From an optimization exercise on the open Yosys and OpenROAD flow, aimed at small area; shortcuts taken in it are not production practice. Only simulation tests tie the RTL to the original design; equivalence was not proved. Power figures rest on the tool's default switching activity, not on a simulated workload.

## reg_debug_tracker
module reg_debug_tracker #(
  parameter int HOLD_FRAMES = 4,
  parameter int HOLD_W      = $clog2(HOLD_FRAMES + 1)
) (
  input  logic                 clk,
  input  logic                 reset,
  input  logic                 wb_we,
  input  logic [dbg_pkg::IDX_W-1:0] wb_rd,
  input  logic [dbg_pkg::XLEN-1:0]  wb_data,
  input  logic                 frame_start,
  input  logic                 freeze,
  output logic [dbg_pkg::NUM_REGS*dbg_pkg::XLEN-1:0] regs_out,
  output logic [dbg_pkg::NUM_REGS-1:0] changed_mask,
  output logic                 busy
);
export LEC_CHECK = 0
export CAP_MARGIN = 20
export CORE_MARGIN = 2
export CORE_UTILIZATION = 40
export PLACE_DENSITY = 0.6
export SLEW_MARGIN = 20
create_clock -name core_clock -period 5.0 [get_ports {clk}]
standard.sh (not shown) runs the stock make flow with config.mk's settings and CLKGATE_MAP_FILE= SYNTH_SCRIPT=/design/flow/synth_recipe.tcl, a recipe that flattens the netlist after the stock synthesis.
==> flow/flow/run.sh <==
#!/bin/bash
# Standard ORFS layout (the standard.sh, unchanged synthesis), with two changes:
#  - port buffers are the smallest buffer, sky130_fd_sc_hd__buf_1, instead of the cell
#    buffer_ports picks by default;
#  - clock tree synthesis runs without dummy loads.
# make's full output goes to flow.log in the work folder; ORFS keeps each step's log under
# orfs/logs/.
set -euo pipefail
bash standard.sh \
  "BUFFER_PORTS_ARGS=-buffer_cell sky130_fd_sc_hd__buf_1" \
  "CTS_ARGS=-sink_clustering_enable -repair_clock_nets -dont_use_dummy_load -buf_list {sky130_fd_sc_hd__clkbuf_2 sky130_fd_sc_hd__clkbuf_4} -sink_clustering_size 20" \
  finish > flow.log 2>&1
Then changed:
--- a/flow/flow/run.sh
+++ b/flow/flow/run.sh
@@ -11 +11 @@
-  "CTS_ARGS=-sink_clustering_enable -repair_clock_nets -dont_use_dummy_load -buf_list {sky130_fd_sc_hd__clkbuf_2 sky130_fd_sc_hd__clkbuf_4} -sink_clustering_size 20" \
+  "CTS_ARGS=-sink_clustering_enable -repair_clock_nets -dont_use_dummy_load -buf_list {sky130_fd_sc_hd__clkbuf_8 sky130_fd_sc_hd__clkbuf_16} -sink_clustering_size 20 -sink_clustering_max_diameter 60" \
Settings changed: CORE_UTILIZATION 40 to 60, PLACE_DENSITY 0.6 to 0.7.
After rerunning:
- The changed run went through all stages and came out clean
- clock power came out lower by a little under a tenth
- total power drops by a few percent
- synthesized area does not change
- sequential cell count is unchanged
- wire length goes down by a few percent
- combinational power is about the same
- design area decreases by a few percent
- maximum frequency came out higher by roughly a tenth
Then changed:
--- a/flow/flow/run.sh
+++ b/flow/flow/run.sh
@@ -11 +11 @@
-  "CTS_ARGS=-sink_clustering_enable -repair_clock_nets -dont_use_dummy_load -buf_list {sky130_fd_sc_hd__clkbuf_8 sky130_fd_sc_hd__clkbuf_16} -sink_clustering_size 20 -sink_clustering_max_diameter 60" \
+  "CTS_ARGS=-sink_clustering_enable -repair_clock_nets -dont_use_dummy_load" \
Settings changed: CORE_UTILIZATION 60 to 40, PLACE_DENSITY 0.7 to 0.6.
Sequential power hardly moves. Worst hold slack loses 0.083 ns. Combinational power is about the same. Wire length is higher by 4.9%. First-iteration DRC count fell by 13%. Power is higher by 8.4%. Clock-buffer cell count is higher by 68.
Then changed:
--- a/flow/flow/run.sh
+++ b/flow/flow/run.sh
@@ -11 +11 @@
-  "CTS_ARGS=-sink_clustering_enable -repair_clock_nets -dont_use_dummy_load" \
+  "CTS_ARGS=-sink_clustering_enable -repair_clock_nets -dont_use_dummy_load -buf_list {sky130_fd_sc_hd__clkbuf_4 sky130_fd_sc_hd__clkbuf_8} -sink_clustering_size 16 -sink_clustering_max_diameter 40" \
Settings changed: CORE_UTILIZATION 40 to 60, PLACE_DENSITY 0.6 to 0.7.
Via count rose by 2.1%. Total power fell by about 12%. Clock-buffer cell count is lower by 13. Sequential power is about the same. Non-clock buffer count is higher by 9. Routed wire length falls by 4.6%. Final area shrinks by 4.6%. Register-to-register slack is better by 0.12 ns. Combinational power hardly moves. Area after synthesis stays the same.
Then changed:
==> flow/run.sh (new file) <==
#!/bin/bash
# synth_recipe.tcl (not shown) runs the flow's synth.tcl, then flattens the netlist and writes it again
# the make line also repeats each setting of config.mk as NAME=value (left out here)
make -C /OpenROAD-flow-scripts/flow DESIGN_CONFIG=/design/flow/config.mk WORK_HOME=/design/flow/orfs CLKGATE_MAP_FILE= SYNTH_SCRIPT=/design/flow/synth_recipe.tcl finish
Settings changed: CORE_UTILIZATION 60 to 40, PLACE_DENSITY 0.7 to 0.6.
removed: flow/flow/run.sh
removed: flow/standard.sh
Clock skew came out lower by 0.051 ns.
Area after synthesis does not change.
Clock-buffer cell count came out higher by 117.
Routed wire length came out higher by 9.1%.
Power came out higher by 23%.
Final area came out higher by 16%.

---

reg_debug_tracker, a different RTL version from the one above (not shown whole).
Size in the first run: ~5400 cells after synthesis, ~2100 flip-flops, ~1100 I/O pins, ~66000 µm² of cells after synthesis.
Design reg_debug_tracker, start of the top module:
module reg_debug_tracker #(
  parameter int HOLD_FRAMES = 4,
  parameter int HOLD_W      = $clog2(HOLD_FRAMES + 1)
) (
  input  logic                 clk,
  input  logic                 reset,
  input  logic                 wb_we,
  input  logic [dbg_pkg::IDX_W-1:0] wb_rd,
  input  logic [dbg_pkg::XLEN-1:0]  wb_data,
  input  logic                 frame_start,
  input  logic                 freeze,
  output logic [dbg_pkg::NUM_REGS*dbg_pkg::XLEN-1:0] regs_out,
  output logic [dbg_pkg::NUM_REGS-1:0] changed_mask,
  output logic                 busy
);
  localparam logic [HOLD_W-1:0] HOLD_LOAD = HOLD_W'(HOLD_FRAMES);
  dbg_pkg::trk_state_t        state;
  dbg_pkg::reg_idx_t          idx;        
  dbg_pkg::word_t             snap [1:NUM_REGS-1];  
  assign regs_out[XLEN-1:0] = '0;
  for (genvar g = 1; g < NUM_REGS; g++) begin : g_regs_out
    assign regs_out[XLEN*g +: XLEN] = snap[g];
  end
  logic frozen;
  assign frozen = freeze;
  logic wb_accept;
  ...
Settings: LEC_CHECK=0, CAP_MARGIN=20, CORE_MARGIN=2, CORE_UTILIZATION=60, PLACE_DENSITY=0.7, SLEW_MARGIN=20; clock period 5.0 ns.
==> flow/flow/run.sh <==
#!/bin/bash
# Standard ORFS layout (the standard.sh, unchanged synthesis), with two changes:
#  - port buffers are the smallest buffer, sky130_fd_sc_hd__buf_1, instead of the cell
#    buffer_ports picks by default;
#  - clock tree synthesis runs without dummy loads.
# make's full output goes to flow.log in the work folder; ORFS keeps each step's log under
# orfs/logs/.
set -euo pipefail
bash standard.sh \
  "BUFFER_PORTS_ARGS=-buffer_cell sky130_fd_sc_hd__buf_1" \
  "CTS_ARGS=-sink_clustering_enable -repair_clock_nets -dont_use_dummy_load -buf_list {sky130_fd_sc_hd__clkbuf_16} -sink_clustering_size 24 -sink_clustering_max_diameter 60" \
  finish > flow.log 2>&1
The baseline completed without violations.
Edit:
--- a/flow/flow/run.sh
+++ b/flow/flow/run.sh
@@ -10,3 +10,3 @@
   "BUFFER_PORTS_ARGS=-buffer_cell sky130_fd_sc_hd__buf_1" \
-  "CTS_ARGS=-sink_clustering_enable -repair_clock_nets -dont_use_dummy_load -buf_list {sky130_fd_sc_hd__clkbuf_16} -sink_clustering_size 24 -sink_clustering_max_diameter 60" \
+  "CTS_ARGS=-sink_clustering_enable -repair_clock_nets -dont_use_dummy_load -buf_list {sky130_fd_sc_hd__clkbuf_4 sky130_fd_sc_hd__clkbuf_8} -sink_clustering_size 20 -sink_clustering_max_diameter 50" \
   finish > flow.log 2>&1
Settings changed: CORE_UTILIZATION 60 to 75, PLACE_DENSITY 0.7 to 0.8.
Outcome:
- The new run stopped in 3_2_place_iop, error PPL-0024
- synthesized area stays the same
- synthesized cell count does not change
Edit:
==> flow/run.sh (new file) <==
#!/bin/bash
# synth_recipe.tcl (not shown) runs the flow's synth.tcl, then flattens the netlist and writes it again
# the make line also repeats each setting of config.mk as NAME=value (left out here)
make -C /OpenROAD-flow-scripts/flow DESIGN_CONFIG=/design/flow/config.mk WORK_HOME=/design/flow/orfs CLKGATE_MAP_FILE= SYNTH_SCRIPT=/design/flow/synth_recipe.tcl finish
Settings changed: CORE_UTILIZATION 75 to 60, CTS_BUF_LIST set to sky130_fd_sc_hd__clkbuf_8, CTS_CLUSTER_DIAMETER set to 45, CTS_CLUSTER_SIZE set to 16, PLACE_DENSITY 0.8 to 0.7.
removed: flow/flow/run.sh
removed: flow/standard.sh
With this change the flow produced a clean layout.
Synthesized area does not change.
Synthesized cell count stays the same.

-- static timing again, ports no longer ideal --
No port has a modelled driver above. Below, the same layouts with a new extraction and two added sets of constraints. Step 1 (the two cells are an assumption about what drives the block):
set clk [get_ports {clk}]
set_driving_cell -lib_cell sky130_fd_sc_hd__clkbuf_16 $clk
set_driving_cell -lib_cell sky130_fd_sc_hd__buf_2 [delete_from_list [all_inputs] $clk]
Step 2 times the ports against the registers' clock, not the clock port: input delays grow and output delays shrink by t, the midpoint of the rising clock arrivals with the driver on. Three values: no drivers, after step 1, after step 2; two values: the first two.
| run | shift t [ns] | slack for setup (ns) | hold WS [ns] | clock arrival spread, ns |
|---|---|---|---|---|
| the first run of note 1 | 1.460 | 1.766 / 1.679 / 1.312 | 0.261 / 0.197 / 0.325 | 0.161 / 0.162 |
| the second run of note 1 | 0.819 | 2.055 / 2.055 / 1.433 | 0.319 / 0.263 / 0.430 | 0.069 / 0.069 |
| the third run of note 1 | 0.906 | 1.905 / 1.905 / 1.471 | 0.236 / 0.168 / 0.402 | 0.097 / 0.097 |
| the fourth run of note 1 | 0.971 | 2.029 / 2.029 / 1.476 | 0.179 / 0.118 / 0.420 | 0.082 / 0.082 |
| the fifth run of note 1 | 0.937 | 1.893 / 1.860 / 1.568 | 0.444 / 0.444 / 0.444 | 0.038 / 0.038 |
| the first run of note 2 | 0.813 | 1.970 / 1.970 / 1.709 | 0.330 / 0.268 / 0.436 | 0.067 / 0.066 |
| the third run of note 2 | 0.984 | 1.859 / 1.774 / 1.588 | 0.452 / 0.450 / 0.452 | 0.050 / 0.050 |
After both steps setup and hold are still met in every run listed. For the second run of note 1, which loses most, drivers alone change the setup slack by 0.000 ns; drivers and shift together by -0.622 ns.
